This design comes from an exercise in tuning for small area, a short achievable clock period and few clock cycles per item on the open sky130 flow, not from production work. Function was checked by simulation only, so behaviour that the tests miss may differ from the original. The clock port is modelled as an ideal driver; clocking choices that lean on that would not hold on a real chip. Power figures rest on the tool's default switching activity, not on a simulated workload.

==> inputs of trial 85 <==
==> flow/design.v (excerpt) <==
module owned_byte_fifo_with_flush_mark
#(
  parameter int DEPTH   = 256,
  parameter int ID_BITS = 6
) (
  input  wire logic                      clk,
  input  wire logic                      rst_n,
  input  wire logic                      in_valid,
  output logic                           in_stall,
  input  wire logic [obfifo_pkg::FUNC_W-1:0] in_func,
  input  wire logic [ID_BITS-1:0]        in_client_id,
  input  wire logic [obfifo_pkg::DATA_W-1:0] in_data_in,
  output logic                           out_valid,
  input  wire logic                      out_stall,
  output logic [obfifo_pkg::DATA_W-1:0]  out_read_data,
  output logic                           out_read_valid,
  output logic [$clog2(DEPTH)-1:0]       out_fill_level,
  output logic                           out_client_lost,
  output logic                           out_close_valid,
  output logic [ID_BITS-1:0]             out_close_id,
  output logic [obfifo_pkg::STAT_W-1:0]  out_handshakes,
  output logic [obfifo_pkg::STAT_W-1:0]  out_bytes_received,
  output logic [obfifo_pkg::STAT_W-1:0]  out_bytes_dropped,
  output logic [obfifo_pkg::STAT_W-1:0]  out_bytes_flushed
);
export LEC_CHECK = 0
export CAP_MARGIN = 20
export CORE_MARGIN = 2
export CORE_UTILIZATION = 55
export CTS_CLUSTER_DIAMETER = 80
export CTS_CLUSTER_SIZE = 25
export SETUP_SLACK_MARGIN = 4.8
export SLEW_MARGIN = 20
create_clock -name core_clock -period 8.0 [get_ports {clk}]
standard.sh (not shown) runs the stock make flow with config.mk's settings and CLKGATE_MAP_FILE= SYNTH_SCRIPT=/design/flow/synth_recipe.tcl, a recipe that flattens the netlist after the stock synthesis.
==> flow/flow/run.sh <==
#!/bin/bash
# The standard layout (standard.sh: synthesis to routed layout), with three
# changes: plain buf_2 cells as the port buffers instead of the delay cells
# buffer_ports picks by default, a clock tree without dummy loads, and extra
# setup-repair passes at the end of the CTS step (flow/post_cts.tcl).
# Each ORFS step keeps its own log under orfs/logs; standard.sh's own output
# goes to standard.log here.
export BUFFER_PORTS_ARGS="-buffer_cell sky130_fd_sc_hd__buf_2"
export CTS_ARGS="-sink_clustering_enable -repair_clock_nets -sink_clustering_size 25 -sink_clustering_max_diameter 80 -dont_use_dummy_load"
export POST_CTS_TCL="$PWD/flow/post_cts.tcl"
bash standard.sh > standard.log 2>&1
==> flow/flow/post_cts.tcl <==
# Runs at the end of the CTS step (ORFS's POST_CTS_TCL hook), after ORFS's own
# setup repair and legalization: two more setup-repair passes that aim for
# 5.0 ns of slack, then legalize the placement again.
estimate_parasitics -placement
repair_timing -setup -setup_margin 5.0 -match_cell_footprint -repair_tns 100 -verbose
repair_timing -setup -setup_margin 5.0 -match_cell_footprint -repair_tns 100 -verbose
detailed_placement
check_placement -verbose
estimate_parasitics -placement
report_worst_slack -max
==> inputs of trial 71, as changes to trial 85 <==
==> flow/flow/run.sh (replaced) <==
#!/bin/bash
# The standard layout (standard.sh: synthesis to routed layout), with two
# changes: plain buf_2 cells as the port buffers instead of the delay cells
# buffer_ports picks by default, and a clock tree without dummy loads.
# Each ORFS step keeps its own log under orfs/logs; standard.sh's own output
# goes to standard.log here.
export BUFFER_PORTS_ARGS="-buffer_cell sky130_fd_sc_hd__buf_2"
export CTS_ARGS="-sink_clustering_enable -repair_clock_nets -sink_clustering_size 25 -sink_clustering_max_diameter 80 -dont_use_dummy_load"
cp standard.sh standard.sh.txt
bash standard.sh > standard.log 2>&1
--- a/flow/config.mk
+++ b/flow/config.mk
@@ -7,7 +7,7 @@
 export LEC_CHECK = 0
 export CAP_MARGIN = 20
 export CORE_MARGIN = 2
-export CORE_UTILIZATION = 55
+export CORE_UTILIZATION = 40
 export CTS_CLUSTER_DIAMETER = 80
 export CTS_CLUSTER_SIZE = 25
 export SETUP_SLACK_MARGIN = 4.8
removed: flow/flow/post_cts.tcl
==> inputs of trial 58, as changes to trial 85 <==
==> flow/flow/run.sh (replaced) <==
#!/bin/bash
# The standard layout (standard.sh: synthesis to routed layout), with two
# changes: plain buf_2 cells as the port buffers instead of the delay cells
# buffer_ports picks by default, and a clock tree without dummy loads.
# Each ORFS step keeps its own log under orfs/logs; standard.sh's own output
# goes to standard.log here.
export BUFFER_PORTS_ARGS="-buffer_cell sky130_fd_sc_hd__buf_2"
export CTS_ARGS="-sink_clustering_enable -repair_clock_nets -sink_clustering_size 25 -sink_clustering_max_diameter 80 -dont_use_dummy_load"
cp standard.sh standard.sh.txt
bash standard.sh > standard.log 2>&1
removed: flow/flow/post_cts.tcl
==> qor.csv <==
stage;metric;value;unit
timing;post-route-period-util;39.2;%
grt;grt_pass1_vias;48600;
routing;first_iter_violations;7381;
die;fp.coreArea;0.158;sq mm
setup_path;cp-startpoint;rlo_r[6];
clock_network;cts.clk_slew.worst_paths;0.09;ns
outcome;status;timing/DRC/antenna clean;
clock_network;worstSkewPairLatency;0.79;ns
timing;holdWs;0.474;ns
setup_path;r2r_start;rlo_r[6];
cells_and_area;clkbuf_count;116;
grt;groute.layer.met3.usage;5.43;%
[end of results for trial 85]
==> qor.csv <==
stage;metric;value;unit
outcome;status;timing/DRC/antenna clean;
die;fp.coreArea;0.158;sq mm
grt;grt_pass1_vias;48400;
timing;holdWs;0.474;ns
cells_and_area;clkbuf_count;116;
setup_path;r2r_start;rlo_r[7];
timing;post-route-period-util;40.6;%
clock_network;cts.clk_slew.worst_paths;0.10;ns
grt;groute.layer.met3.usage;5.42;%
[end of results for trial 58]
==> qor.csv <==
stage;metric;value;unit
timing;post-route-period-util;41.9;%
cells_and_area;clkbuf_count;115;
routing;first_iter_violations;7877;
outcome;status;timing/DRC/antenna clean;
setup_path;cp-startpoint;rlo_r[5];
die;fp.coreArea;0.217;sq mm
timing;holdWs;0.473;ns
grt;grt_pass1_vias;48700;
grt;groute.layer.met3.usage;6.12;%
[end of results for trial 71]
Testbench counts of trial 85, summed over its fixed seeds: cycles 16,016, items 16,000.
Testbench counts of trial 71, summed over its fixed seeds: cycles 16,016, items 16,000.
Testbench counts of trial 58, summed over its fixed seeds: cycles 16,016, items 16,000.

---

==> 07-23: inputs <==
==> flow/design.v <==
`default_nettype none
package obfifo_pkg;
  localparam int DATA_W = 8;
  localparam int FUNC_W = 3;
  localparam int STAT_W = 32;
  typedef enum logic [FUNC_W-1:0] {
    FN_PUSH      = 3'd0,
    FN_POP       = 3'd1,
    FN_QUERY     = 3'd2,
    FN_ADOPT     = 3'd3,
    FN_CLOSE     = 3'd4,
    FN_TAKE_LOST = 3'd5
  } func_t;
  typedef enum logic {
    S_IDLE,
    S_RDATA
  } fsm_t;
endpackage
`default_nettype wire
`default_nettype none
module owned_byte_fifo_with_flush_mark
#(
  parameter int DEPTH   = 256,
  parameter int ID_BITS = 6
) (
  input  wire logic                      clk,
  input  wire logic                      rst_n,
  input  wire logic                      in_valid,
  output logic                           in_stall,
  input  wire logic [obfifo_pkg::FUNC_W-1:0] in_func,
  input  wire logic [ID_BITS-1:0]        in_client_id,
  input  wire logic [obfifo_pkg::DATA_W-1:0] in_data_in,
  output logic                           out_valid,
  input  wire logic                      out_stall,
  output logic [obfifo_pkg::DATA_W-1:0]  out_read_data,
  output logic                           out_read_valid,
  output logic [$clog2(DEPTH)-1:0]       out_fill_level,
  output logic                           out_client_lost,
  output logic                           out_close_valid,
  output logic [ID_BITS-1:0]             out_close_id,
  output logic [obfifo_pkg::STAT_W-1:0]  out_handshakes,
  output logic [obfifo_pkg::STAT_W-1:0]  out_bytes_received,
  output logic [obfifo_pkg::STAT_W-1:0]  out_bytes_dropped,
  output logic [obfifo_pkg::STAT_W-1:0]  out_bytes_flushed
);
  localparam int PTR_W  = $clog2(DEPTH);
  localparam int DW     = obfifo_pkg::DATA_W;
  localparam int FW     = obfifo_pkg::FUNC_W;
  localparam int SW     = obfifo_pkg::STAT_W;
  logic              hv_r, sv_r;
  logic [FW-1:0]     hf_r, sf_r;
  logic [ID_BITS-1:0] hid_r, sid_r;
  logic [DW-1:0]     hd_r, sd_r;
  logic              ov_r;
  logic              go;
  logic              in_xfer;
  assign in_stall = sv_r;
  assign in_xfer  = in_valid && !sv_r;
  assign go       = hv_r && (!ov_r || !out_stall);
  always_ff @(posedge clk) begin
    if (!rst_n) begin
      hv_r <= 1'b0;
      sv_r <= 1'b0;
    end else if (!hv_r || go) begin
      hv_r <= sv_r || in_xfer;
      sv_r <= 1'b0;
    end else if (in_xfer) begin
      sv_r <= 1'b1;
    end
  end
  always_ff @(posedge clk) begin
    if (!hv_r || go) begin
      if (sv_r) begin
        hf_r  <= sf_r;
        hid_r <= sid_r;
        hd_r  <= sd_r;
      end else begin
        hf_r  <= in_func;
        hid_r <= in_client_id;
        hd_r  <= in_data_in;
      end
    end
    if (!sv_r) begin
      sf_r  <= in_func;
      sid_r <= in_client_id;
      sd_r  <= in_data_in;
    end
  end
  logic [15:0]        wlo_r;      
  logic [15:0]        whi_r;      
  logic [15:0]        rlo_r;      
  logic [15:0]        rhi_r;      
  logic [PTR_W-1:0]   level_r;    
  logic [PTR_W-1:0]   elevel_r;   
  logic [PTR_W-1:0]   fdist_r;    
  logic [ID_BITS-1:0] owner_r;
  logic               owned_r;
  logic               lost_r;
  logic [SW-1:0]      hs_r, rcv_r, drop_r, fl_r;
  logic [DW-1:0]      pf_r;
  logic [DW-1:0]      odata_r;
  logic               orvalid_r;
  logic               olost_r;
  logic               oclose_r;
  logic [ID_BITS-1:0] oclose_id_r;
  logic [DW-1:0]      ring_mem [DEPTH];
  logic [DW-1:0]      mem_q;
  logic is_push, is_pop, is_pq, is_adopt_op, is_close, is_take;
  logic id_match, owner_match, adopt, close_v, full, eempty, store, pop_ne;
  logic lost_out;
  assign is_push     = (hf_r == obfifo_pkg::FN_PUSH);
  assign is_pop      = (hf_r == obfifo_pkg::FN_POP);
  assign is_pq       = (hf_r == obfifo_pkg::FN_POP) || (hf_r == obfifo_pkg::FN_QUERY);
  assign is_adopt_op = (hf_r == obfifo_pkg::FN_ADOPT);
  assign is_close    = (hf_r == obfifo_pkg::FN_CLOSE);
  assign is_take     = (hf_r == obfifo_pkg::FN_TAKE_LOST);
  assign id_match    = (owner_r == hid_r);
  assign owner_match = owned_r && id_match;
  assign adopt       = is_adopt_op || (is_push && !owner_match);
  assign close_v     = adopt && owned_r && !id_match;
  assign full        = &level_r;
  assign eempty      = (elevel_r == '0);
  assign store       = is_push && !full;
  assign pop_ne      = is_pop && !eempty;
  assign lost_out    = lost_r || adopt || (is_close && owner_match);
  always_comb begin
    logic [DW-1:0] grp;
    mem_q = '0;
    for (int j = 0; j < 16; j++) begin
      grp = '0;
      for (int i = 0; i < 16; i++) begin
        grp = grp | ({DW{rlo_r[i]}} & ring_mem[j*16+i]);
      end
      mem_q = mem_q | ({DW{rhi_r[j]}} & grp);
    end
  end
  always_ff @(posedge clk) begin
    for (int i = 0; i < DEPTH; i++) begin
      if (wlo_r[i % 16] && whi_r[i / 16]) ring_mem[i] <= hd_r;
    end
  end
  always_ff @(posedge clk) begin
    if (go && adopt) begin
      pf_r <= hd_r;
    end else if (go && pop_ne) begin
      pf_r <= mem_q;
    end else if (eempty) begin
      pf_r <= hd_r;
    end
  end
  always_ff @(posedge clk) begin
    if (!rst_n) begin
      wlo_r    <= 16'h0001;
      whi_r    <= 16'h0001;
      rlo_r    <= 16'h0002;
      rhi_r    <= 16'h0001;
      level_r  <= '0;
      elevel_r <= '0;
      fdist_r  <= '0;
      owner_r  <= '0;
      owned_r  <= 1'b0;
      lost_r   <= 1'b0;
      hs_r     <= '0;
      rcv_r    <= '0;
      drop_r   <= '0;
      fl_r     <= '0;
      ov_r     <= 1'b0;
    end else begin
      ov_r <= go || (ov_r && out_stall);
      if (go) begin
        if (store) begin
          wlo_r  <= {wlo_r[14:0], wlo_r[15]};
          if (wlo_r[15]) whi_r <= {whi_r[14:0], whi_r[15]};
          rcv_r  <= rcv_r + 1'b1;
        end
        if (is_push && full) begin
          drop_r <= drop_r + 1'b1;
        end
        if (adopt) begin
          hs_r     <= hs_r + 1'b1;
          owner_r  <= hid_r;
          owned_r  <= 1'b1;
          rlo_r    <= {wlo_r[14:0], wlo_r[15]};
          rhi_r    <= wlo_r[15] ? {whi_r[14:0], whi_r[15]} : whi_r;
          fdist_r  <= level_r;
          elevel_r <= PTR_W'(store);
        end else if (store) begin
          elevel_r <= elevel_r + 1'b1;
        end
        if (store) begin
          level_r <= level_r + 1'b1;
        end
        if (is_pq) begin
          fl_r    <= fl_r + SW'(fdist_r);
          fdist_r <= '0;
          level_r <= elevel_r - PTR_W'(pop_ne);
        end
        if (pop_ne) begin
          rlo_r    <= {rlo_r[14:0], rlo_r[15]};
          if (rlo_r[15]) rhi_r <= {rhi_r[14:0], rhi_r[15]};
          elevel_r <= elevel_r - 1'b1;
        end
        if (is_close && owner_match) begin
          owned_r <= 1'b0;
        end
        lost_r <= is_take ? 1'b0 : lost_out;
      end
    end
  end
  always_ff @(posedge clk) begin
    if (go) begin
      odata_r     <= pop_ne ? pf_r : '0;
      orvalid_r   <= pop_ne;
      olost_r     <= lost_out;
      oclose_r    <= close_v;
      oclose_id_r <= close_v ? owner_r : '0;
    end
  end
  assign out_valid          = ov_r;
  assign out_read_data      = odata_r;
  assign out_read_valid     = orvalid_r;
  assign out_fill_level     = level_r;
  assign out_client_lost    = olost_r;
  assign out_close_valid    = oclose_r;
  assign out_close_id       = oclose_id_r;
  assign out_handshakes     = hs_r;
  assign out_bytes_received = rcv_r;
  assign out_bytes_dropped  = drop_r;
  assign out_bytes_flushed  = fl_r;
endmodule
`default_nettype wire
==> flow/flow/run.sh <==
#!/bin/bash
# The standard layout (standard.sh: synthesis to routed layout), with two
# changes: plain buf_2 cells as the port buffers instead of the delay cells
# buffer_ports picks by default, and a clock tree without dummy loads.
# Each ORFS step keeps its own log under orfs/logs; standard.sh's own output
# goes to standard.log here.
export BUFFER_PORTS_ARGS="-buffer_cell sky130_fd_sc_hd__buf_2"
export CTS_ARGS="-sink_clustering_enable -repair_clock_nets -sink_clustering_size 25 -sink_clustering_max_diameter 80 -dont_use_dummy_load"
cp standard.sh standard.sh.txt
bash standard.sh > standard.log 2>&1
==> flow/standard.sh <==
#!/bin/bash
# synth_recipe.tcl (not shown) runs the flow's synth.tcl, then flattens the netlist and writes it again
# the make line also repeats each setting of config.mk as NAME=value (left out here)
make -C /OpenROAD-flow-scripts/flow DESIGN_CONFIG=/design/flow/config.mk WORK_HOME=/design/flow/orfs CLKGATE_MAP_FILE= SYNTH_SCRIPT=/design/flow/synth_recipe.tcl "${@:-finish}"
==> flow/config.mk <==
export PLATFORM = sky130hd
export DESIGN_NAME = owned_byte_fifo_with_flush_mark
export DESIGN_NICKNAME = owned_byte_fifo_with_flush_mark
export VERILOG_FILES = /design/flow/design.v
export SDC_FILE = /design/flow/constraint.sdc
export NUM_CORES = 4
export LEC_CHECK = 0
export CAP_MARGIN = 20
export CORE_MARGIN = 2
export CORE_UTILIZATION = 40
export CTS_CLUSTER_DIAMETER = 80
export CTS_CLUSTER_SIZE = 25
export SETUP_SLACK_MARGIN = 4.6
export SLEW_MARGIN = 20
==> flow/constraint.sdc <==
create_clock -name core_clock -period 8.0 [get_ports {clk}]
set_input_delay 1.6000 -clock core_clock [delete_from_list [all_inputs] [get_ports {clk}]]
set_output_delay 1.6000 -clock core_clock [all_outputs]
set_load 0.01 [all_outputs]
==> 08-22: changes against 07-23 <==
--- a/flow/design.v
+++ b/flow/design.v
@@ -49,11 +49,29 @@
   localparam int SW     = obfifo_pkg::STAT_W;
-  logic              hv_r, sv_r;
-  logic [FW-1:0]     hf_r, sf_r;
+  localparam int OP_PUSH  = 0;
+  localparam int OP_POP   = 1;
+  localparam int OP_PQ    = 2;    
+  localparam int OP_ADOPT = 3;
+  localparam int OP_CLOSE = 4;
+  localparam int OP_TAKE  = 5;
+  function automatic logic [5:0] decode(input logic [FW-1:0] f);
+    decode[OP_PUSH]  = (f == obfifo_pkg::FN_PUSH);
+    decode[OP_POP]   = (f == obfifo_pkg::FN_POP);
+    decode[OP_PQ]    = (f == obfifo_pkg::FN_POP) || (f == obfifo_pkg::FN_QUERY);
+    decode[OP_ADOPT] = (f == obfifo_pkg::FN_ADOPT);
+    decode[OP_CLOSE] = (f == obfifo_pkg::FN_CLOSE);
+    decode[OP_TAKE]  = (f == obfifo_pkg::FN_TAKE_LOST);
+  endfunction
+  function automatic logic [15:0] rot(input logic [15:0] v);
+    rot = {v[14:0], v[15]};
+  endfunction
+  logic               hv_r, sv_r, in_stall_r;
+  logic [5:0]         hop_r;
+  logic [FW-1:0]      sf_r;
   logic [ID_BITS-1:0] hid_r, sid_r;
-  logic [DW-1:0]     hd_r, sd_r;
-  logic              ov_r;
-  logic              go;
-  logic              in_xfer;
-  assign in_stall = sv_r;
-  assign in_xfer  = in_valid && !sv_r;
+  logic [DW-1:0]      hd_r, sd_r;
+  logic               ov_r;
+  logic               go;
+  logic               in_xfer;
+  assign in_stall = in_stall_r;
+  assign in_xfer  = in_valid && !in_stall_r;
   assign go       = hv_r && (!ov_r || !out_stall);
@@ -61,9 +79,12 @@
     if (!rst_n) begin
-      hv_r <= 1'b0;
-      sv_r <= 1'b0;
+      hv_r       <= 1'b0;
+      sv_r       <= 1'b0;
+      in_stall_r <= 1'b1;
     end else if (!hv_r || go) begin
-      hv_r <= sv_r || in_xfer;
-      sv_r <= 1'b0;
+      hv_r       <= sv_r || in_xfer;
+      sv_r       <= 1'b0;
+      in_stall_r <= 1'b0;
     end else if (in_xfer) begin
-      sv_r <= 1'b1;
+      sv_r       <= 1'b1;
+      in_stall_r <= 1'b1;
     end
@@ -73,3 +94,3 @@
       if (sv_r) begin
-        hf_r  <= sf_r;
+        hop_r <= decode(sf_r);
         hid_r <= sid_r;
@@ -77,3 +98,3 @@
       end else begin
-        hf_r  <= in_func;
+        hop_r <= decode(in_func);
         hid_r <= in_client_id;
@@ -88,4 +109,5 @@
   end
-  logic [15:0]        wlo_r;      
-  logic [15:0]        whi_r;      
+  logic [15:0]        wlo_n_r;    
+  logic [15:0]        whi_n_r;    
+  logic [15:0]        wlo, whi;
   logic [15:0]        rlo_r;      
@@ -107,20 +129,24 @@
   logic [DW-1:0]      mem_q;
-  logic is_push, is_pop, is_pq, is_adopt_op, is_close, is_take;
   logic id_match, owner_match, adopt, close_v, full, eempty, store, pop_ne;
   logic lost_out;
-  assign is_push     = (hf_r == obfifo_pkg::FN_PUSH);
-  assign is_pop      = (hf_r == obfifo_pkg::FN_POP);
-  assign is_pq       = (hf_r == obfifo_pkg::FN_POP) || (hf_r == obfifo_pkg::FN_QUERY);
-  assign is_adopt_op = (hf_r == obfifo_pkg::FN_ADOPT);
-  assign is_close    = (hf_r == obfifo_pkg::FN_CLOSE);
-  assign is_take     = (hf_r == obfifo_pkg::FN_TAKE_LOST);
+  logic [PTR_W-1:0]   level_inc, elevel_inc, elevel_dec;
+  logic [SW-1:0]      hs_inc, rcv_inc, drop_inc, fl_add;
+  assign level_inc  = level_r + 1'b1;
+  assign elevel_inc = elevel_r + 1'b1;
+  assign elevel_dec = elevel_r - 1'b1;
+  assign hs_inc     = hs_r + 1'b1;
+  assign rcv_inc    = rcv_r + 1'b1;
+  assign drop_inc   = drop_r + 1'b1;
+  assign fl_add     = fl_r + SW'(fdist_r);
+  assign wlo        = ~wlo_n_r;
+  assign whi        = ~whi_n_r;
+  assign full       = &level_r;
+  assign eempty     = (elevel_r == '0);
   assign id_match    = (owner_r == hid_r);
   assign owner_match = owned_r && id_match;
-  assign adopt       = is_adopt_op || (is_push && !owner_match);
+  assign adopt       = hop_r[OP_ADOPT] || (hop_r[OP_PUSH] && !owner_match);
   assign close_v     = adopt && owned_r && !id_match;
-  assign full        = &level_r;
-  assign eempty      = (elevel_r == '0);
-  assign store       = is_push && !full;
-  assign pop_ne      = is_pop && !eempty;
-  assign lost_out    = lost_r || adopt || (is_close && owner_match);
+  assign store       = hop_r[OP_PUSH] && !full;
+  assign pop_ne      = hop_r[OP_POP] && !eempty;
+  assign lost_out    = lost_r || adopt || (hop_r[OP_CLOSE] && owner_match);
   always_comb begin
@@ -138,3 +164,3 @@
     for (int i = 0; i < DEPTH; i++) begin
-      if (wlo_r[i % 16] && whi_r[i / 16]) ring_mem[i] <= hd_r;
+      if (!(wlo_n_r[i % 16] || whi_n_r[i / 16])) ring_mem[i] <= hd_r;
     end
@@ -152,4 +178,4 @@
     if (!rst_n) begin
-      wlo_r    <= 16'h0001;
-      whi_r    <= 16'h0001;
+      wlo_n_r  <= ~16'h0001;
+      whi_n_r  <= ~16'h0001;
       rlo_r    <= 16'h0002;
@@ -171,15 +197,16 @@
         if (store) begin
-          wlo_r  <= {wlo_r[14:0], wlo_r[15]};
-          if (wlo_r[15]) whi_r <= {whi_r[14:0], whi_r[15]};
-          rcv_r  <= rcv_r + 1'b1;
-        end
-        if (is_push && full) begin
-          drop_r <= drop_r + 1'b1;
+          wlo_n_r <= rot(wlo_n_r);
+          if (wlo[15]) whi_n_r <= rot(whi_n_r);
+          rcv_r   <= rcv_inc;
+          level_r <= level_inc;
+        end
+        if (hop_r[OP_PUSH] && full) begin
+          drop_r <= drop_inc;
         end
         if (adopt) begin
-          hs_r     <= hs_r + 1'b1;
+          hs_r     <= hs_inc;
           owner_r  <= hid_r;
           owned_r  <= 1'b1;
-          rlo_r    <= {wlo_r[14:0], wlo_r[15]};
-          rhi_r    <= wlo_r[15] ? {whi_r[14:0], whi_r[15]} : whi_r;
+          rlo_r    <= rot(wlo);
+          rhi_r    <= wlo[15] ? rot(whi) : whi;
           fdist_r  <= level_r;
@@ -187,21 +214,18 @@
         end else if (store) begin
-          elevel_r <= elevel_r + 1'b1;
-        end
-        if (store) begin
-          level_r <= level_r + 1'b1;
-        end
-        if (is_pq) begin
-          fl_r    <= fl_r + SW'(fdist_r);
+          elevel_r <= elevel_inc;
+        end
+        if (hop_r[OP_PQ]) begin
+          fl_r    <= fl_add;
           fdist_r <= '0;
-          level_r <= elevel_r - PTR_W'(pop_ne);
+          level_r <= pop_ne ? elevel_dec : elevel_r;
         end
         if (pop_ne) begin
-          rlo_r    <= {rlo_r[14:0], rlo_r[15]};
-          if (rlo_r[15]) rhi_r <= {rhi_r[14:0], rhi_r[15]};
-          elevel_r <= elevel_r - 1'b1;
-        end
-        if (is_close && owner_match) begin
+          rlo_r    <= rot(rlo_r);
+          if (rlo_r[15]) rhi_r <= rot(rhi_r);
+          elevel_r <= elevel_dec;
+        end
+        if (hop_r[OP_CLOSE] && owner_match) begin
           owned_r <= 1'b0;
         end
-        lost_r <= is_take ? 1'b0 : lost_out;
+        lost_r <= hop_r[OP_TAKE] ? 1'b0 : lost_out;
       end
==> flow/flow/run.sh (replaced) <==
#!/bin/bash
# The standard layout (standard.sh: synthesis to routed layout), with three
# changes: plain buf_2 cells as the port buffers instead of the delay cells
# buffer_ports picks by default, a clock tree without dummy loads, and extra
# setup-repair passes at the end of the CTS step (flow/post_cts.tcl).
# Each ORFS step keeps its own log under orfs/logs; standard.sh's own output
# goes to standard.log here.
export BUFFER_PORTS_ARGS="-buffer_cell sky130_fd_sc_hd__buf_2"
export CTS_ARGS="-sink_clustering_enable -repair_clock_nets -sink_clustering_size 25 -sink_clustering_max_diameter 80 -dont_use_dummy_load"
export POST_CTS_TCL="$PWD/flow/post_cts.tcl"
bash standard.sh > standard.log 2>&1
==> flow/flow/post_cts.tcl (new file) <==
# Runs at the end of the CTS step (ORFS's POST_CTS_TCL hook), after ORFS's own
# setup repair and legalization: two more setup-repair passes that aim for
# 5.0 ns of slack, then legalize the placement again.
estimate_parasitics -placement
repair_timing -setup -setup_margin 5.0 -match_cell_footprint -repair_tns 100 -verbose
repair_timing -setup -setup_margin 5.0 -match_cell_footprint -repair_tns 100 -verbose
detailed_placement
check_placement -verbose
estimate_parasitics -placement
report_worst_slack -max
Settings changed: CORE_UTILIZATION 40 to 60, PLACE_DENSITY set to 0.65, SETUP_SLACK_MARGIN 4.6 to 4.8.
==> 06-15: changes against 07-23 <==
==> flow/run.sh (new file) <==
#!/bin/bash
# synth_recipe.tcl (not shown) runs the flow's synth.tcl, then flattens the netlist and writes it again
# the make line also repeats each setting of config.mk as NAME=value (left out here)
make -C /OpenROAD-flow-scripts/flow DESIGN_CONFIG=/design/flow/config.mk WORK_HOME=/design/flow/orfs CLKGATE_MAP_FILE= SYNTH_SCRIPT=/design/flow/synth_recipe.tcl finish
Settings changed: CTS_CLUSTER_DIAMETER 80 to unset, CTS_CLUSTER_SIZE 25 to unset, SETUP_SLACK_MARGIN 4.6 to 4.5.
removed: flow/flow/run.sh
removed: flow/standard.sh
==> notes <==
- Of 07-23 and 08-22, 08-22 has the higher fmax (gap 8.9%, measured against 08-22).
- Critical path depth is the same in 06-15 and 08-22.
- In 07-23 the sequential share of layout area is higher than in 06-15, by 3.7 points.
- Clock-buffer cell count, highest first: 06-15, 07-23, 08-22.
==> figures <==
                                                 07-23                      08-22                       06-15
Reported leakage power                         29.2 nW                    29.3 nW                     31.6 nW
Post-Synthesis Cell Area                  87,200 sq um               87,400 sq um                87,200 sq um
Arrival @ worst endpoint                       3.96 ns                    3.59 ns                     4.19 ns
Clock root buffer           sky130_fd_sc_hd__clkbuf_16                          -  sky130_fd_sc_hd__clkbuf_16
Critical path fanouts, max                          72                         30                          39
Clock network power share                        0.302                      0.306                       0.421
Outcome                       timing/DRC/antenna clean   timing/DRC/antenna clean    timing/DRC/antenna clean
Worst hold margin                             0.474 ns                   0.477 ns                    0.465 ns
Slowest-stage cell, CP         sky130_fd_sc_hd__o41a_1  sky130_fd_sc_hd__a221oi_1    sky130_fd_sc_hd__o21ai_0
Post-synth top area share                        0.720                      0.720                       0.720
Testbench counts of 07-23, summed over its fixed seeds: cycles 16,016, items 16,000.
Testbench counts of 08-22, summed over its fixed seeds: cycles 16,016, items 16,000.
Testbench counts of 06-15, summed over its fixed seeds: cycles 16,016, items 16,000.

[static timing again, ports no longer ideal]
In the flow no input, the clock included, has a driving cell. The finished layouts below were timed again as built, in two steps. Step 1 (the two cells are an assumption about what drives the block):
set clk [get_ports {clk}]
set_driving_cell -lib_cell sky130_fd_sc_hd__clkbuf_16 $clk
set_driving_cell -lib_cell sky130_fd_sc_hd__buf_2 [delete_from_list [all_inputs] $clk]
Step 2, shift: input delay + t, output delay - t, t = (earliest + latest rising clock arrival at the registers) / 2. This alone moves slack from input paths to output paths. Slacks: ideal ports / drivers / drivers and shift; pairs: ideal ports / drivers.
run	t, ns	slack for setup (ns)	pins driven straight from the clock port
trial 85	0.833	4.866 / 4.866 / 4.134	1
trial 71	0.843	4.649 / 4.649 / 4.090	1
trial 58	0.843	4.754 / 4.754 / 4.118	1
07-23	0.851	4.546 / 4.546 / 3.979	1
08-22	0.831	4.853 / 4.853 / 4.175	1
06-15	0.956	4.432 / 4.432 / 3.784	1
After both steps setup and hold are still met in every run listed. The setup slack of trial 85, which loses most, moves by 0.000 ns with the drivers and by -0.732 ns with both steps.
